What follows belongs to an exercise in optimizing a design on an open flow for a short achievable clock period and few clock cycles; a production flow would make more cautious choices.
In this exercise RTL edits were held to simulation tests only and were not proved equivalent to the original.
No activity file was given, so power comes from the tool's default toggle rates.

<file path="flow/run.sh">
#!/bin/bash
set -euo pipefail
bash standard.sh SETUP_SLACK_MARGIN=6 finish > standard_flow.log 2>&1
</file>
<file path="standard.sh">
#!/bin/bash
# synth_recipe.tcl (not shown) runs the flow's synth.tcl, then flattens the netlist and writes it again
# the make line also repeats each setting of config.mk as NAME=value (left out here)
make -C /OpenROAD-flow-scripts/flow DESIGN_CONFIG=/design/flow/config.mk WORK_HOME=/design/flow/orfs CLKGATE_MAP_FILE= SYNTH_SCRIPT=/design/flow/synth_recipe.tcl "${@:-finish}"
</file>
<file path="config.mk">
export PLATFORM = sky130hd
export DESIGN_NAME = mipsCpuBus
export DESIGN_NICKNAME = mipsCpuBus
export VERILOG_FILES = /design/flow/design.v
export SDC_FILE = /design/flow/constraint.sdc
export NUM_CORES = 4
export LEC_CHECK = 0
export ABC_CLOCK_PERIOD_IN_PS = 1000
export CAP_MARGIN = 20
export CORE_MARGIN = 2
export CORE_UTILIZATION = 40
export SLEW_MARGIN = 20
export TNS_END_PERCENT = 100
</file>
<file path="constraint.sdc">
create_clock -name core_clock -period 10.0 [get_ports {clk}]
set_input_delay 2.0000 -clock core_clock [delete_from_list [all_inputs] [get_ports {clk}]]
set_output_delay 2.0000 -clock core_clock [all_outputs]
set_load 0.01 [all_outputs]
</file>
<file path="design.v">
`default_nettype none
package cpuPkg;
    typedef logic [31:0] cpuWord;
    typedef logic [4:0] regIndex;
    localparam cpuWord resetVector = 32'hBFC0_0000;
    localparam cpuWord haltAddress = 32'h0000_0000;    
    localparam regIndex linkRegister = 5'd31;
    typedef enum logic [5:0] {
        opSpecial = 6'b000000,
        opRegimm  = 6'b000001,
        opJ       = 6'b000010,
        opJal     = 6'b000011,
        opBeq     = 6'b000100,
        opBne     = 6'b000101,
        opBlez    = 6'b000110,
        opBgtz    = 6'b000111,
        opAddiu   = 6'b001001,
        opSlti    = 6'b001010,
        opSltiu   = 6'b001011,
        opAndi    = 6'b001100,
        opOri     = 6'b001101,
        opXori    = 6'b001110,
        opLui     = 6'b001111,
        opLw      = 6'b100011,
        opSw      = 6'b101011
    } opCode;
    typedef enum logic [5:0] {
        fnSll  = 6'b000000,
        fnSrl  = 6'b000010,
        fnSra  = 6'b000011,
        fnSllv = 6'b000100,
        fnSrlv = 6'b000110,
        fnSrav = 6'b000111,
        fnJr   = 6'b001000,
        fnJalr = 6'b001001,
        fnAddu = 6'b100001,
        fnSubu = 6'b100011,
        fnAnd  = 6'b100100,
        fnOr   = 6'b100101,
        fnXor  = 6'b100110,
        fnSlt  = 6'b101010,
        fnSltu = 6'b101011
    } fnCode;
    typedef enum logic [4:0] {
        brBltz   = 5'b00000,
        brBgez   = 5'b00001,
        brBltzal = 5'b10000,
        brBgezal = 5'b10001
    } branchCode;
    typedef enum logic [3:0] {
        aluAnd, aluOr, aluXor, aluLui,
        aluAdd, aluSub, aluSlt, aluSltu,
        aluPassA, aluSll, aluSrl, aluSra,
        aluSllv, aluSrlv, aluSrav
    } aluOp;
    typedef enum logic [2:0] {
        stFetch     = 3'b000,
        stDecode    = 3'b001,
        stExecute   = 3'b010,
        stMemory    = 3'b011,
        stWriteback = 3'b100,
        stHalted    = 3'b111
    } cpuState;
endpackage
`default_nettype wire
`default_nettype none
module fastAdd #(
    parameter int W = 32,
    parameter int L = 5     
) (
    input logic [W-1:0] a,
    input logic [W-1:0] b,
    input logic cin,
    output logic [W-1:0] sum,
    output logic cout
);
    logic [W-1:0] g [L+1];
    logic [W-1:0] p [L+1];
    logic [W-1:0] half;
    assign half = a ^ b;
    assign g[0] = (a & b) | {{(W-1){1'b0}}, half[0] & cin};
    assign p[0] = half;
    for (genvar l = 0; l < L; l++) begin : level
        for (genvar i = 0; i < W; i++) begin : bit_
            if (i >= (1 << l)) begin : span
                assign g[l+1][i] = g[l][i] | (p[l][i] & g[l][i-(1<<l)]);
                assign p[l+1][i] = p[l][i] & p[l][i-(1<<l)];
            end else begin : pass
                assign g[l+1][i] = g[l][i];
                assign p[l+1][i] = p[l][i];
            end
        end
    end
    assign sum = half ^ {g[L][W-2:0], cin};
    assign cout = g[L][W-1];
endmodule
module alu (
    input logic [31:0] a,
    input logic [31:0] b,
    input logic [4:0] shiftAmount,
    input logic subtract,       
    input logic selSum,
    input logic selSlt,
    input logic selSltu,
    input logic selAnd,
    input logic selOr,
    input logic selXor,
    input logic selLui,
    input logic selSll,
    input logic selSrl,         
    input logic arith,          
    output logic [31:0] sum,
    output logic [31:0] result
);
    logic carry;
    logic lessSigned;
    logic lessUnsigned;
    logic [31:0] left;
    logic [31:0] right;
    fastAdd #(.W(32)) adder (
        .a(a),
        .b(b ^ {32{subtract}}),
        .cin(subtract),
        .sum(sum),
        .cout(carry)
    );
    assign lessUnsigned = !carry;
    assign lessSigned = (a[31] ^ b[31]) ? a[31] : sum[31];
    assign left = b << shiftAmount;
    assign right = $signed({arith && b[31], b}) >>> shiftAmount;
    assign result = ({32{selSum}} & sum) |
                    {31'b0, (selSlt && lessSigned) || (selSltu && lessUnsigned)} |
                    ({32{selAnd}} & (a & b)) |
                    ({32{selOr}} & (a | b)) |
                    ({32{selXor}} & (a ^ b)) |
                    ({32{selLui}} & {b[15:0], 16'b0}) |
                    ({32{selSll}} & left) |
                    ({32{selSrl}} & right);
endmodule
`default_nettype wire
`default_nettype none
module registerFile (
    input logic clk,
    input logic writeEnable,
    input logic [4:0] writeIndex,
    input logic [31:0] writeData,
    input logic [31:1] readA,    
    input logic [31:1] readB,
    output logic [31:0] dataA,
    output logic [31:0] dataB,
    output logic [31:0] registerV0
);
    logic [31:0] regs [1:31];
    always_ff @(posedge clk) begin
        for (int i = 1; i < 32; i++) begin
            if (writeEnable && writeIndex == 5'(i)) regs[i] <= writeData;
        end
    end
    always_comb begin
        dataA = '0;
        dataB = '0;
        for (int i = 1; i < 32; i++) begin
            dataA = dataA | ({32{readA[i]}} & regs[i]);
            dataB = dataB | ({32{readB[i]}} & regs[i]);
        end
    end
    assign registerV0 = regs[2];
endmodule
`default_nettype wire
`default_nettype none
module mipsCpuBus (
    input logic clk,
    input logic reset,
    output logic active,
    output logic [31:0] registerV0,
    output logic [31:0] address,
    output logic read,
    output logic write,
    output logic [31:0] writedata,
    input logic [31:0] readdata,
    input logic waitrequest
);
    function automatic logic [31:0] byteSwap(input logic [31:0] value);
        byteSwap = {value[7:0], value[15:8], value[23:16], value[31:24]};
    endfunction
    localparam logic [31:2] resetVector = 30'h2FF0_0000;    
    localparam logic [3:0] opAdd = 4'd0, opSub = 4'd1, opSlt = 4'd2, opSltu = 4'd3,
                           opAnd = 4'd4, opOr = 4'd5, opXor = 4'd6, opLui = 4'd7,
                           opSll = 4'd8, opSrl = 4'd9, opSra = 4'd10;
    logic halted;
    logic [31:2] brAddr;
    logic brRead;
    logic brWrite;
    logic [31:0] brWdata;
    logic brFetch;
    logic brEpoch;
    assign address = {brAddr, 2'b00};
    assign read = brRead;
    assign write = brWrite;
    assign writedata = brWdata;
    assign active = !halted;
    logic freeze;
    logic step;
    assign freeze = (brRead || brWrite) && waitrequest;
    assign step = !freeze;
    logic arrValid;
    logic arrFetch;
    logic arrEpoch;
    logic [31:2] arrPc;
    logic skidValid;
    logic [31:0] skid;
    logic [31:0] rdata;
    assign rdata = skidValid ? skid : readdata;
    localparam int IB = 4;    
    logic [31:0] icData [2**IB];
    logic [31:IB+2] icTag [2**IB];
    logic [2**IB-1:0] icValid;
    logic cpValid;
    logic cpWasTarget;
    logic cpEpoch;
    logic [31:2] cpAddr;
    logic [31:2] cpPrevLastF;
    logic cpHit;
    logic arrCache;
    logic [31:0] cData;
    logic [31:0] iData;
    assign cpHit = cpValid && icValid[cpAddr[IB+1:2]] && icTag[cpAddr[IB+1:2]] == cpAddr[31:IB+2];
    logic [31:0] regWord;
    assign regWord = arrCache ? cData : skid;
    assign iData = (arrCache || skidValid) ? regWord : readdata;
    always_ff @(posedge clk) begin
        if (reset) begin
            skidValid <= 1'b0;
        end else begin
            if (freeze && !skidValid) skid <= readdata;
            skidValid <= freeze;
        end
    end
    logic fEpoch;
    logic [31:2] lastF;
    logic pendValid;
    logic pendWaitDS;
    logic [31:2] pendTarget;
    logic [31:0] iqInstr [4];
    logic [31:2] iqPc [4];
    logic iqPred [4];
    logic [31:2] iqPredTgt [4];
    logic [1:0] iqHead;
    logic [2:0] iqCount;
    logic exValid;
    logic [31:2] exPcLink;    
    logic [31:0] exA;
    logic [31:0] exB;
    logic exSub, exSelSum, exSelSlt, exSelSltu, exSelAnd, exSelOr, exSelXor, exSelLui;
    logic exSelSll, exSelSrl, exArith;
    logic exFwdA;
    logic exFwdB;
    logic exFwdAluB;
    logic [31:0] exAluB;
    logic exShiftVar;
    logic [4:0] exSa;
    logic [4:0] exDest;
    logic exWrite;
    logic exLoad;
    logic exStore;
    logic exLink;
    logic exCti;
    logic exJump;       
    logic exJr;         
    logic [2:0] exCond;    
    logic exPred;
    logic [31:2] exPredTgt;
    logic [31:2] exTarget;
    logic mValid;
    logic mLoad;
    logic mWrite;
    logic [4:0] mDest;
    logic [31:0] mResult;
    logic wValid;
    logic wLoad;
    logic wWrite;
    logic [4:0] wDest;
    logic [31:0] wResult;
    logic aValid;
    logic aKeep;
    logic [5:0] aOp;
    logic aIsJ;
    logic aIsBr;
    logic aAlways;
    logic aPred;
    logic [31:2] aPcNext;
    logic [31:2] aTarget;
    logic redirE;
    logic [31:2] eTarget;
    assign aValid = ((arrValid && arrFetch) || arrCache) && arrEpoch == fEpoch;
    assign aKeep = aValid && !redirE;
    assign aOp = iData[31:26];
    assign aIsJ = aOp[5:1] == 5'b00001;
    assign aIsBr = aOp == 6'd1 || aOp[5:2] == 4'b0001;
    assign aAlways = (aOp == 6'd4 && iData[25:21] == iData[20:16]) ||
                     (aOp == 6'd1 && iData[25:21] == 5'd0 && iData[16]) ||
                     (aOp == 6'd6 && iData[25:21] == 5'd0);
    logic aIsJr;
    logic aJrLink;
    logic aJrConst;
    logic linkValid;
    logic [31:2] linkAddr;
    logic constValid;
    logic [4:0] constReg;
    logic [31:0] constVal;
    assign aIsJr = aOp == 6'd0 && iData[5:1] == 5'b00100;
    assign aJrLink = linkValid && iData[25:21] == 5'd31;
    assign aJrConst = constValid && iData[25:21] == constReg;
    logic kValid;
    logic [4:0] kReg;
    logic [31:0] kVal;
    logic kEffValid;
    logic [4:0] kEffReg;
    logic [31:0] kEffVal;
    logic kZero;
    logic laTouchK;
    logic aKUse;
    logic aKTaken;
    logic aBrTaken;
    assign kZero = kVal == 32'd0;
    assign aKUse = kValid && !laTouchK && iData[25:21] == kReg &&
                   (aOp[5:1] != 5'b00010 || iData[20:16] == 5'd0);
    always_comb begin
        case (aOp[2:0])
            3'd4: aKTaken = kZero;
            3'd5: aKTaken = !kZero;
            3'd6: aKTaken = kVal[31] || kZero;
            3'd7: aKTaken = !kVal[31] && !kZero;
            default: aKTaken = iData[16] ? !kVal[31] : kVal[31];
        endcase
    end
    assign aBrTaken = aKUse ? aKTaken : (iData[15] || aAlways);
    localparam int BB = 2;    
    logic [31:2] btbTarget [2**BB];
    logic [31:BB+2] btbTag [2**BB];
    logic [2**BB-1:0] btbValid;
    logic aBtbHit;
    logic [31:2] arrBtbTarget;
    logic btbHitBus;
    logic btbHitProbe;
    assign btbHitBus = btbValid[brAddr[BB+1:2]] && btbTag[brAddr[BB+1:2]] == brAddr[31:BB+2];
    assign btbHitProbe = btbValid[cpAddr[BB+1:2]] && btbTag[cpAddr[BB+1:2]] == cpAddr[31:BB+2];
    assign aPred = aKeep && (aIsJ || (aIsBr && aBrTaken && aBtbHit) ||
                             (aIsJr && (aJrLink || aJrConst)));
    logic [31:2] aLinkAddr;
    fastAdd #(.W(30)) aIncAdd (.a(arrPc), .b(30'd0), .cin(1'b1), .sum(aPcNext), .cout());
    fastAdd #(.W(30)) aLinkAdd (.a(arrPc), .b(30'd1), .cin(1'b1), .sum(aLinkAddr), .cout());
    assign aTarget = aIsJr ? (aJrLink ? linkAddr : constVal[31:2]) :
                     aIsJ ? {aPcNext[31:28], iData[25:0]}
                          : arrBtbTarget;
    logic aLink;
    logic aLui;
    logic aOri;
    logic aAddiu;
    logic [4:0] aDest;
    assign aLink = aOp == 6'd3 || (aOp == 6'd1 && iData[20]) ||
                   (aOp == 6'd0 && iData[5:0] == 6'h09 && iData[15:11] == 5'd31);
    assign aLui = aOp == 6'h0F;
    assign aOri = aOp == 6'h0D && iData[25:21] == iData[20:16];
    assign aAddiu = aOp == 6'h09;
    always_comb begin
        if (aLink) aDest = 5'd31;
        else if (aOp == 6'd0) aDest = iData[5:0] == 6'h08 ? 5'd0 : iData[15:11];
        else if (aOp[5:3] == 3'b001 || aOp == 6'h23) aDest = iData[20:16];
        else aDest = 5'd0;
    end
    logic laValid;
    logic [31:0] laInstr;
    logic [31:2] laPc;
    logic [1:0] laSlot;
    logic laIsBr;
    logic laPredA;      
    logic laAlways;
    logic laAddiu;
    logic laInitsK;
    logic [4:0] laDest;
    logic [1:0] laIssued;    
    logic [31:0] kNext;
    assign laAddiu = laInstr[31:26] == 6'h09;
    assign laTouchK = laValid && (laInitsK || laDest == kReg);
    fastAdd #(.W(32)) kAdd (.a(kVal), .b({{16{laInstr[15]}}, laInstr[15:0]}), .cin(1'b0),
                            .sum(kNext), .cout());
    always_comb begin
        kEffValid = kValid;
        kEffReg = kReg;
        kEffVal = kVal;
        if (laValid) begin
            if (laAddiu && laInstr[25:21] == 5'd0) begin
                kEffValid = laInstr[20:16] != 5'd0;
                kEffReg = laInstr[20:16];
                kEffVal = {{16{laInstr[15]}}, laInstr[15:0]};
            end else if (laAddiu && laInstr[25:21] == laInstr[20:16] && laInstr[20:16] == kReg) begin
                kEffVal = kNext;
            end else if (laDest == kReg) begin
                kEffValid = 1'b0;
            end
        end
    end
    always_ff @(posedge clk) begin
        if (reset) begin
            linkValid <= 1'b0;
            constValid <= 1'b0;
            kValid <= 1'b0;
            laValid <= 1'b0;
        end else if (step && redirE) begin
            kValid <= 1'b0;    
            laValid <= 1'b0;
        end else if (step) begin
            kValid <= kEffValid;
            kReg <= kEffReg;
            kVal <= kEffVal;
            laValid <= aKeep;
            laInstr <= iData;
            laPc <= arrPc;
            laSlot <= iqTail;
            laIsBr <= aIsBr;
            laPredA <= aPred;
            laAlways <= aAlways;
            laInitsK <= aAddiu && iData[25:21] == 5'd0;
            laDest <= aDest;
            laIssued <= {1'b0, effLastF != arrPc} + {1'b0, fetchIssue || probe};
        end
        if (reset) begin
        end else if (step && aKeep) begin
            if (aLink) begin
                linkValid <= 1'b1;
                linkAddr <= aLinkAddr;
            end else if (aDest == 5'd31) begin
                linkValid <= 1'b0;
            end
            if (aLui) begin
                constValid <= iData[20:16] != 5'd0;
                constReg <= iData[20:16];
                constVal <= {iData[15:0], 16'b0};
            end else if (aOri && iData[20:16] == constReg) begin
                constVal[15:0] <= constVal[15:0] | iData[15:0];
            end else if (aDest == constReg) begin
                constValid <= 1'b0;
            end
        end
    end
    logic [31:0] hInstr;
    logic [31:2] hPc;
    logic hPred;
    logic [31:2] hPredTgt;
    logic [31:1] hRsHot;
    logic [31:1] hRtHot;
    logic hValid;
    assign hValid = iqCount != 3'd0;
    logic [5:0] dOp;
    logic [5:0] dFn;
    logic [4:0] dRs;
    logic [4:0] dRt;
    logic [4:0] dRd;
    assign dOp = hInstr[31:26];
    assign dFn = hInstr[5:0];
    assign dRs = hInstr[25:21];
    assign dRt = hInstr[20:16];
    assign dRd = hInstr[15:11];
    logic dSpecial, dRegimm, dJ, dJal, dBranch2, dBlezBgtz, dAlui, dLui, dLw, dSw;
    logic dJr, dJalr, dShiftImm, dShiftVar, dCti, dLink, dUsesRs, dUsesRt, dWrites;
    logic [4:0] dDest;
    logic [3:0] dAluOp;
    logic [2:0] dCond;
    logic [31:0] dImm;
    logic [31:2] dPcNext;
    logic [31:2] dTarget;
    assign dSpecial = dOp == 6'd0;
    assign dRegimm = dOp == 6'd1;
    assign dJ = dOp == 6'd2;
    assign dJal = dOp == 6'd3;
    assign dBranch2 = dOp[5:1] == 5'b00010;     
    assign dBlezBgtz = dOp[5:1] == 5'b00011;    
    assign dAlui = dOp[5:3] == 3'b001;
    assign dLui = dOp == 6'd15;
    assign dLw = dOp == 6'h23;
    assign dSw = dOp == 6'h2B;
    assign dJr = dSpecial && dFn == 6'h08;
    assign dJalr = dSpecial && dFn == 6'h09;
    assign dShiftImm = dSpecial && dFn[5:2] == 4'b0000;
    assign dShiftVar = dSpecial && dFn[5:2] == 4'b0001;
    assign dCti = dRegimm || dJ || dJal || dBranch2 || dBlezBgtz || dJr || dJalr;
    assign dLink = dJal || dJalr || (dRegimm && dRt[4]);
    assign dUsesRs = (dSpecial && !dShiftImm) || dRegimm || dBranch2 || dBlezBgtz ||
                     (dAlui && !dLui) || dLw || dSw;
    assign dUsesRt = (dSpecial && !dJr && !dJalr) || dBranch2 || dSw;
    always_comb begin
        if (dSpecial) dDest = dRd;
        else if (dJal || dRegimm) dDest = 5'd31;
        else dDest = dRt;
    end
    assign dWrites = dDest != 5'd0 &&
                     ((dSpecial && !dJr) || dAlui || dLw || dJal || (dRegimm && dRt[4]));
    always_comb begin
        dAluOp = opAdd;
        if (dSpecial) begin
            case (dFn)
                6'h00, 6'h04: dAluOp = opSll;
                6'h02, 6'h06: dAluOp = opSrl;
                6'h03, 6'h07: dAluOp = opSra;
                6'h23: dAluOp = opSub;
                6'h24: dAluOp = opAnd;
                6'h25: dAluOp = opOr;
                6'h26: dAluOp = opXor;
                6'h2A: dAluOp = opSlt;
                6'h2B: dAluOp = opSltu;
                default: dAluOp = opAdd;
            endcase
        end else if (dAlui) begin
            case (dOp[2:0])
                3'd2: dAluOp = opSlt;
                3'd3: dAluOp = opSltu;
                3'd4: dAluOp = opAnd;
                3'd5: dAluOp = opOr;
                3'd6: dAluOp = opXor;
                3'd7: dAluOp = opLui;
                default: dAluOp = opAdd;
            endcase
        end
    end
    always_comb begin
        if (dRegimm) dCond = dRt[0] ? 3'd5 : 3'd4;
        else dCond = {1'b0, dOp[1:0]};
    end
    assign dImm = (dAlui && dOp[2] && dOp[1:0] != 2'b11)
                ? {16'b0, hInstr[15:0]} : {{16{hInstr[15]}}, hInstr[15:0]};
    logic [31:2] dBranchTarget;
    logic [31:2] dPcLink;
    fastAdd #(.W(30)) dIncAdd (.a(hPc), .b(30'd0), .cin(1'b1), .sum(dPcNext), .cout());
    fastAdd #(.W(30)) dBranchAdd (.a(hPc), .b({{14{hInstr[15]}}, hInstr[15:0]}), .cin(1'b1),
                                  .sum(dBranchTarget), .cout());
    fastAdd #(.W(30)) dLinkAdd (.a(hPc), .b(30'd1), .cin(1'b1), .sum(dPcLink), .cout());
    assign dTarget = (dJ || dJal) ? {dPcNext[31:28], hInstr[25:0]}
                                  : dBranchTarget;
    logic [31:0] rfA;
    logic [31:0] rfB;
    logic [31:0] wData;
    logic [31:0] dA;
    logic [31:0] dB;
    assign wData = wLoad ? byteSwap(rdata) : wResult;
    registerFile registers (
        .clk(clk),
        .writeEnable(wValid && wWrite),
        .writeIndex(wDest),
        .writeData(wData),
        .readA(hRsHot),
        .readB(hRtHot),
        .dataA(rfA),
        .dataB(rfB),
        .registerV0(registerV0)
    );
    always_comb begin
        if (mValid && mWrite && mDest == dRs) dA = mResult;
        else if (wValid && wWrite && wDest == dRs) dA = wData;
        else dA = rfA;
        if (mValid && mWrite && mDest == dRt) dB = mResult;
        else if (wValid && wWrite && wDest == dRt) dB = wData;
        else dB = rfB;
    end
    logic loadHazard;
    logic dsMissing;
    logic haltHead;
    logic issue;
    logic haltNow;
    assign loadHazard =
        (exValid && exLoad && exWrite &&
         ((dUsesRs && dRs == exDest) || (dUsesRt && dRt == exDest))) ||
        (mValid && mLoad && mWrite &&
         ((dUsesRs && dRs == mDest) || (dUsesRt && dRt == mDest)));
    assign dsMissing = dCti && iqCount < 3'd2 && !aValid;
    assign haltHead = hPc == 30'd0;
    assign issue = hValid && !loadHazard && !dsMissing && !haltHead;
    assign haltNow = hValid && haltHead && !exValid && !mValid;
    logic [31:0] fA;
    logic [31:0] fB;
    logic [31:0] aluB;
    logic [31:0] aluResult;
    logic [31:0] eResult;
    logic [31:0] eAddr;
    logic eEq;
    logic eAZero;
    logic eCond;
    logic eTaken;
    logic dataReq;
    assign fA = exFwdA ? mResult : exA;
    assign fB = exFwdB ? mResult : exB;
    assign aluB = exFwdAluB ? mResult : exAluB;
    alu arith (
        .a(fA),
        .b(aluB),
        .shiftAmount(exShiftVar ? fA[4:0] : exSa),
        .subtract(exSub),
        .selSum(exSelSum),
        .selSlt(exSelSlt),
        .selSltu(exSelSltu),
        .selAnd(exSelAnd),
        .selOr(exSelOr),
        .selXor(exSelXor),
        .selLui(exSelLui),
        .selSll(exSelSll),
        .selSrl(exSelSrl),
        .arith(exArith),
        .sum(eAddr),
        .result(aluResult)
    );
    assign eResult = aluResult | ({32{exLink}} & {exPcLink, 2'b00});
    assign eEq = fA == fB;
    assign eAZero = fA == 32'd0;
    always_comb begin
        case (exCond)
            3'd0: eCond = eEq;
            3'd1: eCond = !eEq;
            3'd2: eCond = fA[31] || eAZero;
            3'd3: eCond = !fA[31] && !eAZero;
            3'd4: eCond = fA[31];
            default: eCond = !fA[31];
        endcase
    end
    assign eTaken = exJump || eCond;
    assign redirE = exValid && exCti &&
                    (exJr ? (!exPred || fA[31:2] != exPredTgt)
                          : (eTaken != exPred || (exPred && exPredTgt != exTarget)));
    assign eTarget = !eTaken ? exPcLink : exJr ? fA[31:2] : exTarget;
    assign dataReq = exValid && (exLoad || exStore);
    logic tValid;
    logic tWait;
    logic [31:2] tTarget;
    logic [2:0] occupancy;
    logic fetchIssue;
    logic [31:2] nextFetch;
    logic a2Fix;
    logic [31:2] a2Target;
    fastAdd #(.W(30)) a2Add (.a(laPc), .b({{14{laInstr[15]}}, laInstr[15:0]}), .cin(1'b1),
                             .sum(a2Target), .cout());
    logic a2KUse;
    logic a2KTaken;
    logic a2Dir;
    logic [31:2] a2Dest;
    logic [1:0] a2Issued;
    assign a2KUse = kValid && laInstr[25:21] == kReg &&
                    (laInstr[31:27] != 5'b00010 || laInstr[20:16] == 5'd0);
    always_comb begin
        case (laInstr[28:26])
            3'd4: a2KTaken = kZero;
            3'd5: a2KTaken = !kZero;
            3'd6: a2KTaken = kVal[31] || kZero;
            3'd7: a2KTaken = !kVal[31] && !kZero;
            default: a2KTaken = laInstr[16] ? !kVal[31] : kVal[31];
        endcase
    end
    assign a2Dir = a2KUse ? a2KTaken : (laInstr[15] || laAlways);
    assign a2Fix = laValid && laIsBr && a2Dir != laPredA && !redirE;
    logic [31:2] laPcAfterDs;
    fastAdd #(.W(30)) a2SeqAdd (.a(laPc), .b(30'd1), .cin(1'b1), .sum(laPcAfterDs), .cout());
    assign a2Dest = a2Dir ? a2Target : laPcAfterDs;
    assign a2Issued = laIssued - {1'b0, cpValid && !cpHit};
    logic missSeq;
    logic missTgt;
    logic [31:2] effLastF;
    logic effPendValid;
    logic effPendWait;
    logic [31:2] effPendTarget;
    logic [31:2] seqNext;
    logic candTarget;
    logic canFetch;
    logic probe;
    assign missSeq = cpValid && !cpHit && !cpWasTarget;
    assign missTgt = cpValid && !cpHit && cpWasTarget;
    assign effLastF = missSeq ? cpPrevLastF : lastF;
    assign effPendValid = missTgt || pendValid;
    assign effPendWait = missSeq ? pendValid : (!missTgt && pendWaitDS);
    assign effPendTarget = missTgt ? cpAddr : pendTarget;
    logic [31:2] lastFNext;
    fastAdd #(.W(30)) seqAdd (.a(lastF), .b(30'd0), .cin(1'b1), .sum(lastFNext), .cout());
    assign seqNext = missSeq ? cpAddr : lastFNext;
    logic a2Flip;    
    always_comb begin
        a2Flip = 1'b0;
        if (redirE) begin
            tValid = 1'b1;
            tWait = 1'b0;
            tTarget = eTarget;
        end else if (a2Fix) begin
            tValid = 1'b1;
            tWait = a2Issued == 2'd0;
            tTarget = a2Dest;
            a2Flip = a2Issued == 2'd2;
        end else if (aPred) begin
            tValid = 1'b1;
            tWait = effLastF == arrPc;    
            tTarget = aTarget;
        end else begin
            tValid = effPendValid;
            tWait = effPendWait;
            tTarget = effPendTarget;
        end
    end
    assign occupancy = iqCount + {2'b0, (arrValid && arrFetch) || arrCache} +
                       {2'b0, (brRead && brFetch) || cpValid};
    assign canFetch = redirE || occupancy < 3'd4;
    assign fetchIssue = !dataReq && canFetch;
    assign probe = dataReq && canFetch;
    assign candTarget = tValid && !tWait;
    assign nextFetch = candTarget ? tTarget : seqNext;
    logic [1:0] iqSecond;
    logic takeSecond;
    logic takeArrival;
    logic [31:0] nhInstr;
    logic [31:2] nhPc;
    logic nhPred;
    logic [31:2] nhPredTgt;
    assign iqSecond = iqHead + 2'd1;
    logic headIsLa;
    logic hPredNow;
    logic [31:2] hPredTgtNow;
    assign hPredNow = (headIsLa && a2Fix) ? a2Dir : hPred;
    assign hPredTgtNow = (headIsLa && a2Fix) ? a2Target : hPredTgt;
    assign takeSecond = issue && iqCount >= 3'd2;
    assign takeArrival = (issue && iqCount == 3'd1) || iqCount == 3'd0;
    always_comb begin
        if (takeSecond) begin
            nhInstr = iqInstr[iqSecond];
            nhPc = iqPc[iqSecond];
            nhPred = (a2Fix && laSlot == iqSecond) ? a2Dir : iqPred[iqSecond];
            nhPredTgt = (a2Fix && laSlot == iqSecond) ? a2Target : iqPredTgt[iqSecond];
        end else if (takeArrival) begin
            nhInstr = iData;
            nhPc = arrPc;
            nhPred = aPred;
            nhPredTgt = aTarget;
        end else begin
            nhInstr = hInstr;
            nhPc = hPc;
            nhPred = hPredNow;
            nhPredTgt = hPredTgtNow;
        end
    end
    always_ff @(posedge clk) begin
        if (step) begin
            hInstr <= nhInstr;
            hPc <= nhPc;
            hPred <= nhPred;
            hPredTgt <= nhPredTgt;
            headIsLa <= takeArrival && aKeep;
            for (int i = 1; i < 32; i++) begin
                hRsHot[i] <= nhInstr[25:21] == 5'(i);
                hRtHot[i] <= nhInstr[20:16] == 5'(i);
            end
        end
    end
    logic [1:0] iqTail;
    assign iqTail = iqHead + iqCount[1:0];
    always_ff @(posedge clk) begin
        if (reset) begin
            halted <= 1'b0;
            brAddr <= resetVector;
            brRead <= 1'b1;
            brWrite <= 1'b0;
            brFetch <= 1'b1;
            brEpoch <= 1'b0;
            arrValid <= 1'b0;
            arrCache <= 1'b0;
            cpValid <= 1'b0;
            fEpoch <= 1'b0;
            lastF <= resetVector;
            pendValid <= 1'b0;
            pendWaitDS <= 1'b0;
            iqHead <= 2'd0;
            iqCount <= 3'd0;
            exValid <= 1'b0;
            mValid <= 1'b0;
            wValid <= 1'b0;
        end else if (step && !halted) begin
            halted <= haltNow;
            arrValid <= brRead;
            arrFetch <= brFetch;
            arrEpoch <= cpHit ? cpEpoch : brEpoch;
            arrPc <= cpHit ? cpAddr : brAddr;
            arrCache <= cpHit;
            aBtbHit <= cpHit ? btbHitProbe : btbHitBus;
            arrBtbTarget <= cpHit ? btbTarget[cpAddr[BB+1:2]] : btbTarget[brAddr[BB+1:2]];
            if (haltNow) begin
                brRead <= 1'b0;
                brWrite <= 1'b0;
            end else if (dataReq) begin
                brAddr <= eAddr[31:2];
                brRead <= exLoad;
                brWrite <= exStore;
                brWdata <= byteSwap(fB);
                brFetch <= 1'b0;
            end else if (fetchIssue) begin
                brAddr <= nextFetch;
                brRead <= 1'b1;
                brWrite <= 1'b0;
                brFetch <= 1'b1;
                brEpoch <= fEpoch ^ (redirE || a2Flip);
            end else begin
                brRead <= 1'b0;
                brWrite <= 1'b0;
            end
            fEpoch <= fEpoch ^ (redirE || a2Flip);
            if (fetchIssue || probe) begin
                lastF <= nextFetch;
                pendValid <= tValid && tWait;
                pendWaitDS <= 1'b0;
            end else begin
                lastF <= effLastF;
                pendValid <= tValid;
                pendWaitDS <= tWait;
            end
            pendTarget <= tTarget;
            cpValid <= probe;
            cpAddr <= nextFetch;
            cpWasTarget <= candTarget;
            cpPrevLastF <= effLastF;
            cpEpoch <= fEpoch ^ (redirE || a2Flip);
            if (redirE) begin
                iqCount <= (iqCount != 3'd0 && !issue) ? 3'd1 : 3'd0;
            end else begin
                iqCount <= iqCount + {2'b0, aKeep} - {2'b0, issue};
            end
            if (issue) iqHead <= iqHead + 2'd1;
            exValid <= issue;
            exPcLink <= dPcLink;
            exA <= dA;
            exB <= dB;
            exAluB <= (dAlui || dLw || dSw) ? dImm : dB;
            exFwdA <= exValid && exWrite && exDest == dRs;
            exFwdB <= exValid && exWrite && exDest == dRt;
            exFwdAluB <= exValid && exWrite && exDest == dRt && !(dAlui || dLw || dSw);
            exSub <= dAluOp == opSub || dAluOp == opSlt || dAluOp == opSltu;
            exSelSum <= !dLink && (dAluOp == opAdd || dAluOp == opSub);
            exSelSlt <= !dLink && dAluOp == opSlt;
            exSelSltu <= !dLink && dAluOp == opSltu;
            exSelAnd <= !dLink && dAluOp == opAnd;
            exSelOr <= !dLink && dAluOp == opOr;
            exSelXor <= !dLink && dAluOp == opXor;
            exSelLui <= !dLink && dAluOp == opLui;
            exSelSll <= !dLink && dAluOp == opSll;
            exSelSrl <= !dLink && (dAluOp == opSrl || dAluOp == opSra);
            exArith <= dAluOp == opSra;
            exShiftVar <= dShiftVar;
            exSa <= hInstr[10:6];
            exDest <= dDest;
            exWrite <= dWrites;
            exLoad <= dLw;
            exStore <= dSw;
            exLink <= dLink;
            exCti <= dCti;
            exJump <= dJ || dJal || dJr || dJalr;
            exJr <= dJr || dJalr;
            exCond <= dCond;
            exPred <= hPredNow;
            exPredTgt <= hPredTgtNow;
            exTarget <= dTarget;
            mValid <= exValid;
            mLoad <= exLoad;
            mWrite <= exWrite;
            mDest <= exDest;
            mResult <= eResult;
            wValid <= mValid;
            wLoad <= mLoad;
            wWrite <= mWrite;
            wDest <= mDest;
            wResult <= mResult;
        end
    end
    always_ff @(posedge clk) begin
        if (step) cData <= icData[cpAddr[IB+1:2]];
        if (arrValid && arrFetch) begin
            icData[arrPc[IB+1:2]] <= rdata;
            icTag[arrPc[IB+1:2]] <= arrPc[31:IB+2];
        end
        if (aValid) begin    
            iqInstr[iqTail] <= iData;
            iqPc[iqTail] <= arrPc;
            iqPred[iqTail] <= aPred;
            iqPredTgt[iqTail] <= aTarget;
        end
        if (a2Fix) begin
            iqPred[laSlot] <= a2Dir;
            iqPredTgt[laSlot] <= a2Target;
        end
    end
    always_ff @(posedge clk) begin
        if (reset) begin
            btbValid <= '0;
        end else if (step && laValid && laIsBr && a2Dir && !redirE) begin
            btbValid[laPc[BB+1:2]] <= 1'b1;
            btbTag[laPc[BB+1:2]] <= laPc[31:BB+2];
            btbTarget[laPc[BB+1:2]] <= a2Target;
        end
    end
    always_ff @(posedge clk) begin
        if (reset) begin
            icValid <= '0;
        end else if (brWrite && icTag[brAddr[IB+1:2]] == brAddr[31:IB+2]) begin
            icValid[brAddr[IB+1:2]] <= 1'b0;
        end else if (arrValid && arrFetch && !halted) begin
            icValid[arrPc[IB+1:2]] <= 1'b1;
        end
    end
endmodule
`default_nettype wire
</file>
==> results.toml, run 1 <==
[outcome]
outcome = "no timing/DRC/antenna violations"

[setup_path]
crit_arrival_ps = 6090
required_ps = 10900
slowest_delay_ps = 480
crit_family = "multiplexers"
crit_path_end_kind = "flip-flop"
path_common_cell = "buf_12"
worstPathCellList = "buf_12 -> buf_8 -> buf_4 -> mux4_2 -> mux2i_1 -> mux2i_2 -> xnor2_1 -> nor4bb_4 -> nand4_1 -> o311ai_4 -> buf_12 -> buf_4 -> mux2i_4 -> nand2_2 -> a41oi_4 -> o21a_4 -> nor2_8 -> buf_12 -> buf_6 -> mux2i_4 -> a221o_1"
reg2reg_to = "lastF[3]"
reg2reg_depth = 21
crit_type = "reg2reg"
start_kind = "flip-flop"
critPathSlowestCell = "mux4_2"
cp_max_fo = 8
ff2ff_setup_slack_ps = 4810
cp.buffers_inverters = 7

[layout]
nNetsFinal = 13000
final_cells = 18590
layout-drive-gt1-share = 0.2717
nFillCells = 34460
syn2layout_area_growth_pct = 23.72
final_util = 0.4968

[logic_synthesis]
async_flop_share = 0
synth_cells = 11690
yosys_warnings = 9
yosys.area.top_type_share = 0.6170
yosys-top-cells-count = "edfxtp_1, nand2_1, mux4_2, nor2_1, clkbuf_1"
synth_seq_cells = 3520
yosys.area.top_type = "edfxtp_1"
avgSynthCellArea_sq_um = 14.19
synth_area_sq_um = 165900
synth-edff-count = 3408
synthFlopType = "edfxtp_1"
synth_most_common_cell = "edfxtp_1"
synth_seq_area_share = 0.6305
ys_types = 90
synthTopCellsByArea = "edfxtp_1, mux4_2, a22oi_1, mux2i_1, nand2_1"

[drt]
wl_met2_um = 314200
dr_wl_met3_um = 120000
drc_errors = 0
antenna_left = 0
finalWirelength_um = 765300
routed.top_layer = "met5"
vias_per_cell = 6.884
routedWlPerCell_um = 41.17
vias = 128000
drt_pass1_iterations = 12
drt-initial-drc-count = 25740
wl_met1_um = 270500

[sta]
min_period_over_period = 0.5189
min_period_ps = 5189
slew_headroom = 0.1525
worst_hold_slack_ps = 440.7
tightest_slew_ps = 1260
setup_viol = 0
hold_viol = 0
maxSlewViolCount = 0
maxClockFrequency_ghz = 0.1927
skew_ps = 142.0
rsz0062_at_grt = "true"
tns_ps = 0
worst_slack_ps = 4811

[place]
routabilityCongestion = 0.9950
dp.cells = 16950
place_worst_setup_slack_ps = 1871
dp_hpwl_um = 456800
port_buffers = 131

[worst_hold_path]
min-delay-start = "mLoad"
worst_hold_path.endpoint = "wLoad"
hp-class = "reg2reg"
min_path_cells = 0

[power_and_ir_drop]
peakVddDrop_uv = 212.8
p_per_area_nw_per_um2 = 277.6
p_leak_nw = 69.21

[clock_network]
clockBufferDepth = 4
cts-hold-fix-buffers = 0
cts_max_level = 5
insertion_delay_ps = 1100
cts_buffers = 377
cts-root-buf = "clkbuf_16"
path_clk_slew_ps = 60
cts_sinks = 3520
cts_tree = "done"

[floorplanning]
pin_count = 134
start_util = 0.4015
die_x_um = 647.9
die_y_um = 647.9
std_cell_rows = 236
dieArea_sq_um = 419800
core_area_sq_um = 413100

[grt]
grtUsageTotal = 0.3524
antenna_found_initial = 109
grt_pass1_wl_um = 1016000
grt_start_max_net_pins = 159
globalRoute.totalOverflow = 0
grt_pass1_vias = 120200

[flow_run]
drv_cap = 0
==> report_power, final <==
| group | switching, mW | internal, mW |
|---|---|---|
| registers | 1.68 | 18.3 |
| logic | 14.4 | 8.03 |
| clock network | 6.24 | 8.37 |
==> layout by cell type (no fill, tap or decap), types with 101 or more instances in the layout <==
cell type | synthesis | final
mux2i_1 | 365 | 270
a21oi_1 | 410 | 346
nor3_1 | 157 | 125
buf_4 | 12 | 778
o21ai_0 | 503 | 284
o21ai_2 | 0 | 101
a221oi_1 | 260 | 255
xor2_1 | 222 | 206
o211ai_1 | 114 | 114
nand4_1 | 200 | 200
buf_12 | 0 | 165
mux2_2 | 176 | 107
nor2_1 | 599 | 518
edfxtp_1 | 3408 | 3408
nand3_1 | 251 | 241
buf_6 | 11 | 186
xnor2_1 | 349 | 318
clkbuf_16 | 0 | 401
mux4_2 | 601 | 601
a22oi_1 | 508 | 496
a22o_1 | 231 | 231
nand2_1 | 947 | 848
ha_1 | 205 | 193
inv_1 | 300 | 266
==> layer usage <==
metal	up-vias	track usage
li1	48870	-
met1	64440	0.4595
met2	11880	0.4960
met3	2726	0.1308
met4	46	0.2184
met5	-	0.001156
==> repair_timing <==
action,CTS,global route
gates cloned,116,21
endpoints found under the setup margin,1960,1422
buffers inserted,569,194
pin swaps,243,175
gates resized for setup,1362,541
==> final cells by class <==
cell class | instances | area (sq um) | share of cell area
repair buffers | 1425 | 16570 | 0.08076
well taps | 5474 | 6849 | 0.03338
clock buffers | 452 | 9831 | 0.04791
repair inverters | 8 | 112.6 | 0.0005487
clock inverters | 243 | 2799 | 0.01364
inverters | 308 | 1277 | 0.006225
multi-input cells | 7118 | 63020 | 0.3071
diodes | 41 | 102.6 | 0.0005000
flip-flops and latches | 3520 | 104600 | 0.5099
==> through the flow <==
stage	total power, mW	area, sq um
CTS	54.64	200600
floorplan	29.41	166700
finish	56.96	205200
global route	57.77	205100
global placement	37.48	175400
detailed placement	37.65	175500
==> kinds of logic after synthesis <==
group | share of synthesized area
DFF | 0.6305
AOI/OAI and AO/OA | 0.1117
and+or+nand+nor | 0.07041
muxes | 0.1158
buffers and inverters | 0.02531
xor gates and xnor gates | 0.03015
adders and majority gates | 0.01607
other | 0.00002261
==> worst max-delay path by stage <==
| stage | end | slack (ps) | depth (start not counted) |
|---|---|---|---|
| after floorplan | btbTag[0][0] | 3040 | 16 |
| after global placement | brAddr[26] | 1800 | 18 |
| after detailed placement | lastF[21] | 1870 | 18 |
| after CTS | lastF[3] | 5010 | 17 |
| after global routing | lastF[10] | 4700 | 19 |
| final | lastF[3] | 4810 | 21 |
==> flip-flops by register name, summed over array words and instances (netlist names), 112 cells and up, named ones only <==
name / cells
btbTarget: 120
iqInstr: 128
iqPredTgt: 120
btbTag: 112
icData: 512
icTag: 416
iqPc: 120
registers.regs: 992
Testbench counts, summed over its fixed seeds: cycles 62,621.
==> run 2, diff against run 1 <==
--- a/design.v
+++ b/design.v
@@ -110,4 +110,6 @@
     input logic selSrl,         
     input logic arith,          
+    input logic selLink,
+    input logic [31:0] link,
     output logic [31:0] sum,
     output logic [31:0] result
@@ -129,41 +131,14 @@
     assign left = b << shiftAmount;
     assign right = $signed({arith && b[31], b}) >>> shiftAmount;
-    assign result = ({32{selSum}} & sum) |
-                    {31'b0, (selSlt && lessSigned) || (selSltu && lessUnsigned)} |
-                    ({32{selAnd}} & (a & b)) |
-                    ({32{selOr}} & (a | b)) |
-                    ({32{selXor}} & (a ^ b)) |
-                    ({32{selLui}} & {b[15:0], 16'b0}) |
-                    ({32{selSll}} & left) |
-                    ({32{selSrl}} & right);
-endmodule
-`default_nettype wire
-`default_nettype none
-module registerFile (
-    input logic clk,
-    input logic writeEnable,
-    input logic [4:0] writeIndex,
-    input logic [31:0] writeData,
-    input logic [31:1] readA,    
-    input logic [31:1] readB,
-    output logic [31:0] dataA,
-    output logic [31:0] dataB,
-    output logic [31:0] registerV0
-);
-    logic [31:0] regs [1:31];
-    always_ff @(posedge clk) begin
-        for (int i = 1; i < 32; i++) begin
-            if (writeEnable && writeIndex == 5'(i)) regs[i] <= writeData;
-        end
-    end
-    always_comb begin
-        dataA = '0;
-        dataB = '0;
-        for (int i = 1; i < 32; i++) begin
-            dataA = dataA | ({32{readA[i]}} & regs[i]);
-            dataB = dataB | ({32{readB[i]}} & regs[i]);
-        end
-    end
-    assign registerV0 = regs[2];
+    logic [31:0] rest;
+    assign rest = ({32{selAnd}} & (a & b)) |
+                  ({32{selOr}} & (a | b)) |
+                  ({32{selXor}} & (a ^ b)) |
+                  ({32{selLui}} & {b[15:0], 16'b0}) |
+                  ({32{selSll}} & left) |
+                  ({32{selSrl}} & right) |
+                  ({32{selLink}} & link);
+    assign result = selSum ? sum
+                           : {rest[31:1], rest[0] || (selSlt && lessSigned) || (selSltu && lessUnsigned)};
 endmodule
 `default_nettype wire
@@ -284,10 +259,5 @@
     logic aValid;
     logic aKeep;
-    logic [5:0] aOp;
-    logic aIsJ;
-    logic aIsBr;
-    logic aAlways;
     logic aPred;
-    logic [31:2] aPcNext;
     logic [31:2] aTarget;
     logic redirE;
@@ -295,50 +265,9 @@
     assign aValid = ((arrValid && arrFetch) || arrCache) && arrEpoch == fEpoch;
     assign aKeep = aValid && !redirE;
-    assign aOp = iData[31:26];
-    assign aIsJ = aOp[5:1] == 5'b00001;
-    assign aIsBr = aOp == 6'd1 || aOp[5:2] == 4'b0001;
-    assign aAlways = (aOp == 6'd4 && iData[25:21] == iData[20:16]) ||
-                     (aOp == 6'd1 && iData[25:21] == 5'd0 && iData[16]) ||
-                     (aOp == 6'd6 && iData[25:21] == 5'd0);
-    logic aIsJr;
-    logic aJrLink;
-    logic aJrConst;
-    logic linkValid;
-    logic [31:2] linkAddr;
-    logic constValid;
-    logic [4:0] constReg;
-    logic [31:0] constVal;
-    assign aIsJr = aOp == 6'd0 && iData[5:1] == 5'b00100;
-    assign aJrLink = linkValid && iData[25:21] == 5'd31;
-    assign aJrConst = constValid && iData[25:21] == constReg;
-    logic kValid;
-    logic [4:0] kReg;
-    logic [31:0] kVal;
-    logic kEffValid;
-    logic [4:0] kEffReg;
-    logic [31:0] kEffVal;
-    logic kZero;
-    logic laTouchK;
-    logic aKUse;
-    logic aKTaken;
-    logic aBrTaken;
-    assign kZero = kVal == 32'd0;
-    assign aKUse = kValid && !laTouchK && iData[25:21] == kReg &&
-                   (aOp[5:1] != 5'b00010 || iData[20:16] == 5'd0);
-    always_comb begin
-        case (aOp[2:0])
-            3'd4: aKTaken = kZero;
-            3'd5: aKTaken = !kZero;
-            3'd6: aKTaken = kVal[31] || kZero;
-            3'd7: aKTaken = !kVal[31] && !kZero;
-            default: aKTaken = iData[16] ? !kVal[31] : kVal[31];
-        endcase
-    end
-    assign aBrTaken = aKUse ? aKTaken : (iData[15] || aAlways);
-    localparam int BB = 2;    
+    localparam int BB = 3;    
     logic [31:2] btbTarget [2**BB];
     logic [31:BB+2] btbTag [2**BB];
     logic [2**BB-1:0] btbValid;
-    logic aBtbHit;
+    logic arrBtbHit;
     logic [31:2] arrBtbTarget;
     logic btbHitBus;
@@ -346,42 +275,94 @@
     assign btbHitBus = btbValid[brAddr[BB+1:2]] && btbTag[brAddr[BB+1:2]] == brAddr[31:BB+2];
     assign btbHitProbe = btbValid[cpAddr[BB+1:2]] && btbTag[cpAddr[BB+1:2]] == cpAddr[31:BB+2];
-    assign aPred = aKeep && (aIsJ || (aIsBr && aBrTaken && aBtbHit) ||
-                             (aIsJr && (aJrLink || aJrConst)));
-    logic [31:2] aLinkAddr;
-    fastAdd #(.W(30)) aIncAdd (.a(arrPc), .b(30'd0), .cin(1'b1), .sum(aPcNext), .cout());
-    fastAdd #(.W(30)) aLinkAdd (.a(arrPc), .b(30'd1), .cin(1'b1), .sum(aLinkAddr), .cout());
-    assign aTarget = aIsJr ? (aJrLink ? linkAddr : constVal[31:2]) :
-                     aIsJ ? {aPcNext[31:28], iData[25:0]}
-                          : arrBtbTarget;
-    logic aLink;
-    logic aLui;
-    logic aOri;
-    logic aAddiu;
-    logic [4:0] aDest;
-    assign aLink = aOp == 6'd3 || (aOp == 6'd1 && iData[20]) ||
-                   (aOp == 6'd0 && iData[5:0] == 6'h09 && iData[15:11] == 5'd31);
-    assign aLui = aOp == 6'h0F;
-    assign aOri = aOp == 6'h0D && iData[25:21] == iData[20:16];
-    assign aAddiu = aOp == 6'h09;
-    always_comb begin
-        if (aLink) aDest = 5'd31;
-        else if (aOp == 6'd0) aDest = iData[5:0] == 6'h08 ? 5'd0 : iData[15:11];
-        else if (aOp[5:3] == 3'b001 || aOp == 6'h23) aDest = iData[20:16];
-        else aDest = 5'd0;
-    end
+    assign aPred = aKeep && arrBtbHit;
+    assign aTarget = arrBtbTarget;
     logic laValid;
     logic [31:0] laInstr;
     logic [31:2] laPc;
     logic [1:0] laSlot;
+    logic laPredA;             
+    logic [31:2] laTargetA;
+    logic [1:0] laIssued;      
+    logic [5:0] laOp;
+    logic [4:0] laRs;
+    logic [4:0] laRt;
+    logic laIsJ;
     logic laIsBr;
-    logic laPredA;      
+    logic laIsJr;
     logic laAlways;
+    logic laLink;
+    logic laLui;
+    logic laOri;
     logic laAddiu;
-    logic laInitsK;
     logic [4:0] laDest;
-    logic [1:0] laIssued;    
+    assign laOp = laInstr[31:26];
+    assign laRs = laInstr[25:21];
+    assign laRt = laInstr[20:16];
+    assign laIsJ = laOp[5:1] == 5'b00001;
+    assign laIsBr = laOp == 6'd1 || laOp[5:2] == 4'b0001;
+    assign laIsJr = laOp == 6'd0 && laInstr[5:1] == 5'b00100;
+    assign laAlways = (laOp == 6'd4 && laRs == laRt) ||
+                      (laOp == 6'd1 && laRs == 5'd0 && laRt[0]) ||
+                      (laOp == 6'd6 && laRs == 5'd0);
+    assign laLink = laOp == 6'd3 || (laOp == 6'd1 && laRt[4]) ||
+                    (laOp == 6'd0 && laInstr[5:0] == 6'h09 && laInstr[15:11] == 5'd31);
+    assign laLui = laOp == 6'h0F;
+    assign laOri = laOp == 6'h0D && laRs == laRt;
+    assign laAddiu = laOp == 6'h09;
+    always_comb begin
+        if (laLink) laDest = 5'd31;
+        else if (laOp == 6'd0) laDest = laInstr[5:0] == 6'h08 ? 5'd0 : laInstr[15:11];
+        else if (laOp[5:3] == 3'b001 || laOp == 6'h23) laDest = laRt;
+        else laDest = 5'd0;
+    end
+    logic linkValid;
+    logic [31:2] linkAddr;
+    logic constValid;
+    logic [4:0] constReg;
+    logic [31:0] constVal;
+    logic kValid;
+    logic [4:0] kReg;
+    logic [31:0] kVal;
+    logic kZero;
+    assign kZero = kVal == 32'd0;
+    logic kUse;
+    logic kTaken;
+    logic brDir;
+    logic jrLink;
+    logic jrConst;
+    logic realPred;
+    logic [31:2] jTarget;
+    logic [31:2] jrTarget;
+    logic [31:2] brTarget;
+    logic [31:2] realTarget;
+    logic [31:2] laPcNext;
+    logic [31:2] laPcAfterDs;
+    logic [31:2] laLinkAddr;
+    fastAdd #(.W(30)) laIncAdd (.a(laPc), .b(30'd0), .cin(1'b1), .sum(laPcNext), .cout());
+    fastAdd #(.W(30)) laSeqAdd (.a(laPc), .b(30'd1), .cin(1'b1), .sum(laPcAfterDs), .cout());
+    assign laLinkAddr = laPcAfterDs;
+    fastAdd #(.W(30)) laBrAdd (.a(laPc), .b({{14{laInstr[15]}}, laInstr[15:0]}), .cin(1'b1),
+                               .sum(brTarget), .cout());
+    assign kUse = kValid && laRs == kReg && (laOp[5:1] != 5'b00010 || laRt == 5'd0);
+    always_comb begin
+        case (laOp[2:0])
+            3'd4: kTaken = kZero;
+            3'd5: kTaken = !kZero;
+            3'd6: kTaken = kVal[31] || kZero;
+            3'd7: kTaken = !kVal[31] && !kZero;
+            default: kTaken = laRt[0] ? !kVal[31] : kVal[31];
+        endcase
+    end
+    assign brDir = kUse ? kTaken : (laInstr[15] || laAlways);
+    assign jrLink = linkValid && laRs == 5'd31;
+    assign jrConst = constValid && laRs == constReg;
+    assign realPred = laIsJ || (laIsBr && brDir) || (laIsJr && (jrLink || jrConst));
+    assign jTarget = {laPcNext[31:28], laInstr[25:0]};
+    assign jrTarget = jrLink ? linkAddr : constVal[31:2];
+    assign realTarget = laIsJr ? jrTarget : laIsJ ? jTarget : brTarget;
+    logic kEffValid;
+    logic [4:0] kEffReg;
+    logic [31:0] kEffVal;
     logic [31:0] kNext;
-    assign laAddiu = laInstr[31:26] == 6'h09;
-    assign laTouchK = laValid && (laInitsK || laDest == kReg);
     fastAdd #(.W(32)) kAdd (.a(kVal), .b({{16{laInstr[15]}}, laInstr[15:0]}), .cin(1'b0),
                             .sum(kNext), .cout());
@@ -391,9 +372,9 @@
         kEffVal = kVal;
         if (laValid) begin
-            if (laAddiu && laInstr[25:21] == 5'd0) begin
-                kEffValid = laInstr[20:16] != 5'd0;
-                kEffReg = laInstr[20:16];
+            if (laAddiu && laRs == 5'd0) begin
+                kEffValid = laRt != 5'd0;
+                kEffReg = laRt;
                 kEffVal = {{16{laInstr[15]}}, laInstr[15:0]};
-            end else if (laAddiu && laInstr[25:21] == laInstr[20:16] && laInstr[20:16] == kReg) begin
+            end else if (laAddiu && laRs == laRt && laRt == kReg) begin
                 kEffVal = kNext;
             end else if (laDest == kReg) begin
@@ -415,33 +396,29 @@
             kReg <= kEffReg;
             kVal <= kEffVal;
+            if (laValid) begin
+                if (laLink) begin
+                    linkValid <= 1'b1;
+                    linkAddr <= laLinkAddr;
+                end else if (laDest == 5'd31) begin
+                    linkValid <= 1'b0;
+                end
+                if (laLui) begin
+                    constValid <= laRt != 5'd0;
+                    constReg <= laRt;
+                    constVal <= {laInstr[15:0], 16'b0};
+                end else if (laOri && laRt == constReg) begin
+                    constVal[15:0] <= constVal[15:0] | laInstr[15:0];
+                end else if (laDest == constReg) begin
+                    constValid <= 1'b0;
+                end
+            end
             laValid <= aKeep;
             laInstr <= iData;
             laPc <= arrPc;
             laSlot <= iqTail;
-            laIsBr <= aIsBr;
             laPredA <= aPred;
-            laAlways <= aAlways;
-            laInitsK <= aAddiu && iData[25:21] == 5'd0;
-            laDest <= aDest;
+            laTargetA <= aTarget;
             laIssued <= {1'b0, effLastF != arrPc} + {1'b0, fetchIssue || probe};
         end
-        if (reset) begin
-        end else if (step && aKeep) begin
-            if (aLink) begin
-                linkValid <= 1'b1;
-                linkAddr <= aLinkAddr;
-            end else if (aDest == 5'd31) begin
-                linkValid <= 1'b0;
-            end
-            if (aLui) begin
-                constValid <= iData[20:16] != 5'd0;
-                constReg <= iData[20:16];
-                constVal <= {iData[15:0], 16'b0};
-            end else if (aOri && iData[20:16] == constReg) begin
-                constVal[15:0] <= constVal[15:0] | iData[15:0];
-            end else if (aDest == constReg) begin
-                constValid <= 1'b0;
-            end
-        end
     end
     logic [31:0] hInstr;
@@ -544,15 +521,19 @@
     logic [31:0] dB;
     assign wData = wLoad ? byteSwap(rdata) : wResult;
-    registerFile registers (
-        .clk(clk),
-        .writeEnable(wValid && wWrite),
-        .writeIndex(wDest),
-        .writeData(wData),
-        .readA(hRsHot),
-        .readB(hRtHot),
-        .dataA(rfA),
-        .dataB(rfB),
-        .registerV0(registerV0)
-    );
+    logic [31:0] regs [1:31];
+    always_ff @(posedge clk) begin
+        for (int i = 1; i < 32; i++) begin
+            if (wValid && wWrite && wDest == 5'(i)) regs[i] <= wData;
+        end
+    end
+    always_comb begin
+        rfA = '0;
+        rfB = '0;
+        for (int i = 1; i < 32; i++) begin
+            rfA = rfA | ({32{hRsHot[i]}} & regs[i]);
+            rfB = rfB | ({32{hRtHot[i]}} & regs[i]);
+        end
+    end
+    assign registerV0 = regs[2];
     always_comb begin
         if (mValid && mWrite && mDest == dRs) dA = mResult;
@@ -606,8 +587,10 @@
         .selSrl(exSelSrl),
         .arith(exArith),
+        .selLink(exLink),
+        .link({exPcLink, 2'b00}),
         .sum(eAddr),
         .result(aluResult)
     );
-    assign eResult = aluResult | ({32{exLink}} & {exPcLink, 2'b00});
+    assign eResult = aluResult;
     assign eEq = fA == fB;
     assign eAZero = fA == 32'd0;
@@ -635,28 +618,9 @@
     logic [31:2] nextFetch;
     logic a2Fix;
-    logic [31:2] a2Target;
-    fastAdd #(.W(30)) a2Add (.a(laPc), .b({{14{laInstr[15]}}, laInstr[15:0]}), .cin(1'b1),
-                             .sum(a2Target), .cout());
-    logic a2KUse;
-    logic a2KTaken;
-    logic a2Dir;
     logic [31:2] a2Dest;
     logic [1:0] a2Issued;
-    assign a2KUse = kValid && laInstr[25:21] == kReg &&
-                    (laInstr[31:27] != 5'b00010 || laInstr[20:16] == 5'd0);
-    always_comb begin
-        case (laInstr[28:26])
-            3'd4: a2KTaken = kZero;
-            3'd5: a2KTaken = !kZero;
-            3'd6: a2KTaken = kVal[31] || kZero;
-            3'd7: a2KTaken = !kVal[31] && !kZero;
-            default: a2KTaken = laInstr[16] ? !kVal[31] : kVal[31];
-        endcase
-    end
-    assign a2Dir = a2KUse ? a2KTaken : (laInstr[15] || laAlways);
-    assign a2Fix = laValid && laIsBr && a2Dir != laPredA && !redirE;
-    logic [31:2] laPcAfterDs;
-    fastAdd #(.W(30)) a2SeqAdd (.a(laPc), .b(30'd1), .cin(1'b1), .sum(laPcAfterDs), .cout());
-    assign a2Dest = a2Dir ? a2Target : laPcAfterDs;
+    assign a2Fix = laValid && !redirE &&
+                   (realPred != laPredA || (laIsJr && realPred && jrTarget != laTargetA));
+    assign a2Dest = realPred ? realTarget : laPcAfterDs;
     assign a2Issued = laIssued - {1'b0, cpValid && !cpHit};
     logic missSeq;
@@ -719,6 +683,6 @@
     logic hPredNow;
     logic [31:2] hPredTgtNow;
-    assign hPredNow = (headIsLa && a2Fix) ? a2Dir : hPred;
-    assign hPredTgtNow = (headIsLa && a2Fix) ? a2Target : hPredTgt;
+    assign hPredNow = (headIsLa && a2Fix) ? realPred : hPred;
+    assign hPredTgtNow = (headIsLa && a2Fix) ? realTarget : hPredTgt;
     assign takeSecond = issue && iqCount >= 3'd2;
     assign takeArrival = (issue && iqCount == 3'd1) || iqCount == 3'd0;
@@ -727,6 +691,6 @@
             nhInstr = iqInstr[iqSecond];
             nhPc = iqPc[iqSecond];
-            nhPred = (a2Fix && laSlot == iqSecond) ? a2Dir : iqPred[iqSecond];
-            nhPredTgt = (a2Fix && laSlot == iqSecond) ? a2Target : iqPredTgt[iqSecond];
+            nhPred = (a2Fix && laSlot == iqSecond) ? realPred : iqPred[iqSecond];
+            nhPredTgt = (a2Fix && laSlot == iqSecond) ? realTarget : iqPredTgt[iqSecond];
         end else if (takeArrival) begin
             nhInstr = iData;
@@ -783,5 +747,5 @@
             arrPc <= cpHit ? cpAddr : brAddr;
             arrCache <= cpHit;
-            aBtbHit <= cpHit ? btbHitProbe : btbHitBus;
+            arrBtbHit <= cpHit ? btbHitProbe : btbHitBus;
             arrBtbTarget <= cpHit ? btbTarget[cpAddr[BB+1:2]] : btbTarget[brAddr[BB+1:2]];
             if (haltNow) begin
@@ -873,35 +837,51 @@
     always_ff @(posedge clk) begin
         if (step) cData <= icData[cpAddr[IB+1:2]];
-        if (arrValid && arrFetch) begin
-            icData[arrPc[IB+1:2]] <= rdata;
-            icTag[arrPc[IB+1:2]] <= arrPc[31:IB+2];
-        end
-        if (aValid) begin    
-            iqInstr[iqTail] <= iData;
-            iqPc[iqTail] <= arrPc;
-            iqPred[iqTail] <= aPred;
-            iqPredTgt[iqTail] <= aTarget;
-        end
-        if (a2Fix) begin
-            iqPred[laSlot] <= a2Dir;
-            iqPredTgt[laSlot] <= a2Target;
+        for (int i = 0; i < 2**IB; i++) begin
+            if (arrValid && arrFetch && arrPc[IB+1:2] == IB'(i)) begin
+                icData[i] <= rdata;
+                icTag[i] <= arrPc[31:IB+2];
+            end
+        end
+        for (int i = 0; i < 4; i++) begin
+            if (aValid && iqTail == 2'(i)) begin
+                iqInstr[i] <= iData;
+                iqPc[i] <= arrPc;
+            end
+            if (a2Fix && laSlot == 2'(i)) begin
+                iqPred[i] <= realPred;
+                iqPredTgt[i] <= realTarget;
+            end else if (aValid && iqTail == 2'(i)) begin
+                iqPred[i] <= aPred;
+                iqPredTgt[i] <= aTarget;
+            end
         end
     end
     always_ff @(posedge clk) begin
-        if (reset) begin
-            btbValid <= '0;
-        end else if (step && laValid && laIsBr && a2Dir && !redirE) begin
-            btbValid[laPc[BB+1:2]] <= 1'b1;
-            btbTag[laPc[BB+1:2]] <= laPc[31:BB+2];
-            btbTarget[laPc[BB+1:2]] <= a2Target;
+        for (int i = 0; i < 2**BB; i++) begin
+            if (reset) begin
+                btbValid[i] <= 1'b0;
+            end else if (step && laValid && !redirE && laPc[BB+1:2] == BB'(i)) begin
+                if (realPred) begin
+                    btbValid[i] <= 1'b1;
+                    btbTag[i] <= laPc[31:BB+2];
+                    btbTarget[i] <= realTarget;
+                end else if (laPredA && !laIsBr) begin
+                    btbValid[i] <= 1'b0;
+                end
+            end
         end
     end
+    logic storeHitsCache;
+    assign storeHitsCache = brWrite && icTag[brAddr[IB+1:2]] == brAddr[31:IB+2];
     always_ff @(posedge clk) begin
-        if (reset) begin
-            icValid <= '0;
-        end else if (brWrite && icTag[brAddr[IB+1:2]] == brAddr[31:IB+2]) begin
-            icValid[brAddr[IB+1:2]] <= 1'b0;
-        end else if (arrValid && arrFetch && !halted) begin
-            icValid[arrPc[IB+1:2]] <= 1'b1;
+        for (int i = 0; i < 2**IB; i++) begin
+            if (reset) begin
+                icValid[i] <= 1'b0;
+            end else if (storeHitsCache && brAddr[IB+1:2] == IB'(i)) begin
+                icValid[i] <= 1'b0;
+            end else if (!storeHitsCache && arrValid && arrFetch && !halted &&
+                         arrPc[IB+1:2] == IB'(i)) begin
+                icValid[i] <= 1'b1;
+            end
         end
     end
==> results.toml, run 2 <==
[logic_synthesis]
synth-edff-count = 3654
yosys_warnings = 16
synth_simple_gate_area_frac = 0.07920
synth_seq_area_share = 0.6354
ys_types = 113
synth_area_sq_um = 176100
synthAdderAreaFrac = 0.01477
synth_cells = 13460
synthFlopType = "edfxtp_1"
async_flop_share = 0
avgSynthCellArea_sq_um = 13.08
synth-xor-area-share = 0.02676
synth_compound_gate_area_share = 0.1599
synth_seq_cells = 3762
synth_most_common_cell = "edfxtp_1"
yosys.area.top_type = "edfxtp_1"
yosys-top-cells-count = "edfxtp_1, a22oi_1, nand2_1, nor2_1, clkbuf_1"
synthTopCellsByArea = "edfxtp_1, a22oi_1, mux2i_1, mux2_2, a21oi_1"
muxShareOfSynthArea = 0.05528
synth_top_family_by_area = "compound AO/OA/AOI/OAI gates"
yosys.area.top_type_share = 0.6232

[sta]
skew_ps = 109.9
slew_headroom = 0.1032
worst_hold_slack_ps = 449.7
hold_viol = 0
tightest_slew_ps = 1344
tns_ps = 0
min_period_over_period = 0.5250
maxSlewViolCount = 0
setup_viol = 0
rsz0062_at_grt = "true"
min_period_ps = 5250
maxClockFrequency_ghz = 0.1905

[layout]
layout_common_cells = "edfxtp_1, buf_4, a22oi_1, nand2_1, nor2_1"
top_register = "regs"
largest_reg_flops = 992
layout-drive-gt1-share = 0.2398
nNetsFinal = 14910
syn2layout_area_growth_pct = 25.34
final_cells = 20940
layout_commonest_cell = "edfxtp_1"
stdcell_area_sq_um = 220700

[grt]
grt_start_max_net_pins = 91
grt_pass1_vias = 134700
grtUsageTotal = 0.3702
globalRoute.totalOverflow = 0
antenna_found_initial = 77
grt_pass1_wl_um = 1142000

[setup_path]
crit_path_end_kind = "flip-flop"
required_ps = 10930
crit_type = "reg2reg"
reg2reg_depth = 20
ff2ff_setup_slack_ps = 4750
start_kind = "flip-flop"
reg2reg_from = "cpAddr[4]"
reg2reg_to = "brAddr[31]"
cp_max_fo = 19
crit_arrival_ps = 6180

[clock_network]
clockBufferDepth = 4
cts-root-buf = "clkbuf_16"
cts_tree = "done"
path_clk_slew_ps = 70
cts_max_level = 5
cts_sinks = 3762
cts_buffers = 396
insertion_delay_ps = 1060

[drt]
drt_pass1_iterations = 14
wl_met1_um = 296200
drc_errors = 0
vias = 149300
drt-initial-drc-count = 32830
dr_wl_met3_um = 149500
routedWlPerCell_um = 41.81
vias_per_cell = 7.131
antenna_left = 0
wl_met2_um = 344600
finalWirelength_um = 875400
routed.top_layer = "met5"

[floorplanning]
core_area_sq_um = 438100
dieArea_sq_um = 445500
die_y_um = 667.5
std_cell_rows = 243
pin_count = 134
die_x_um = 667.5
start_util = 0.4019

[power_and_ir_drop]
p_per_area_nw_per_um2 = 289.8
p_leak_nw = 74.71
peakVddDrop_uv = 225.2

[flow_run]
drv_cap = 0

[worst_hold_path]
min-delay-start = "arrPc[23]"
worst_hold_path.endpoint = "laPc[23]"
min_path_cells = 0
hp-class = "reg2reg"

[place]
routabilityCongestion = 1.013
dp.cells = 19060
dp_hpwl_um = 496100
postPlaceCellArea_sq_um = 186400
port_buffers = 131

[outcome]
outcome = "no timing/DRC/antenna violations"
==> run 2: layout make-up <==
class / count / area [sq um]
Timing Repair Buffer: 1743 / 21440
Sequential cell: 3762 / 112000
Antenna cell: 54 / 135.1
Clock buffer: 471 / 10300
Tap cell: 5880 / 7357
Timing Repair inverter: 3 / 41.29
Clock inverter: 255 / 2694
Inverter: 314 / 1280
Multi-Input combinational cell: 8455 / 65490
Fill cell: 36810 / 217400
==> run 2: critical path: stages, from the launching register on <==
cell and delay (ps):
edfxtp_1 420, buf_12 190, clkbuf_16 260, clkinv_4 320, o21ai_0 440, a21o_1 190, o2111ai_2 200, mux2i_2 260
nor4b_4 360, nand4_4 210, buf_6 180, o22ai_1 210, nor4bb_4 350, o211ai_1 200, buf_4 190, nor4bb_4 270
buf_6 170, buf_12 160, nor3_4 60, or2_1 250, o211a_1 220
==> run 2: worst max-delay path by stage <==
| stage | endpoint | slack (ps) | from | cells after the start |
|---|---|---|---|---|
| finish | brAddr[31] | 4750 | cpAddr[4] | 20 |
| global route | brAddr[23] | 4700 | cpAddr[3] | 22 |
| CTS | brAddr[13] | 5030 | cpAddr[3] | 19 |
| detailed placement | iqPredTgt[3][31] | 2720 | exFwdA | 15 |
| global placement | iqPredTgt[3][14] | 2430 | exFwdA | 14 |
| floorplan | icData[1][0] | 4430 | arrPc[3] | 3 |
==> run 2: kinds of logic after synthesis <==
| family | Yosys count |
|---|---|
| compound gates | 3958 |
| xor+xnor | 538 |
| buf+inv | 1263 |
| mux | 860 |
| fa+ha+maj | 205 |
| flops | 3762 |
| simple gates | 2874 |
| other cells | 1 |
==> run 2: report_power, final <==
| part | total, mW | switching (mW) | internal (mW) |
|---|---|---|---|
| clock | 15.2 | 6.68 | 8.52 |
| sequential | 21.5 | 1.88 | 19.7 |
| combinational | 27.2 | 18.0 | 9.21 |
| total | 64.0 | 26.6 | 37.4 |
==> run 2: stage by stage <==
stage	setup WS, ps	power [mW]	utilization
2_1_floorplan	4432	32.13	-
3_3_place_gp	2426	42.03	0.4253
3_5_place_dp	2720	42.11	0.4255
4_1_cts	5028	60.01	0.4867
5_1_grt	4697	64.33	0.5035
6_report	4750	63.96	0.5038
==> run 2: what timing repair did <==
item	in CTS	in global routing
pin swaps	218	336
cloned	164	53
setup buffers	554	327
resized for setup	1168	834
hold buffers	0	0
endpoints found under the setup margin	2169	1629
==> run 2: per-layer routing <==
layer,GRT usage,vias to the layer above
met3,0.1582,4361
met5,0.002930,-
met1,0.4654,73150
met4,0.2591,71
li1,-,56370
met2,0.5099,15350
Testbench counts of run 2, summed over its fixed seeds: cycles 64,442.

afterwards: timing with drivers on the ports:
How much do the figures lean on ideal ports? The routed layouts below were timed once more, with nothing changed but the port constraints.
Step 1 sets driving cells, clkbuf_16 on the clock port and buf_2 on the other inputs (assumed; they add their load-dependent delay and slew).
Step 2 moves the port delays by t, midway between the first and last clock arrival at a register: inputs arrive t later, outputs are due t later. That takes back most of the time a late clock gives input paths.
a / b / c = no drivers / after step 1 / after step 2; a / b = the first two.
run | t (ns) | setup WS [ns] | worst data-port slew with drivers (ns)
run 1 | 1.124 | 4.811 / 4.811 / 3.816 | 0.08
run 2 | 1.128 | 4.750 / 4.750 / 4.443 | 0.22
After both steps every run listed still meets setup and hold. The setup slack of run 1, which loses most, moves by 0.000 ns with the drivers and by -0.995 ns with both steps.
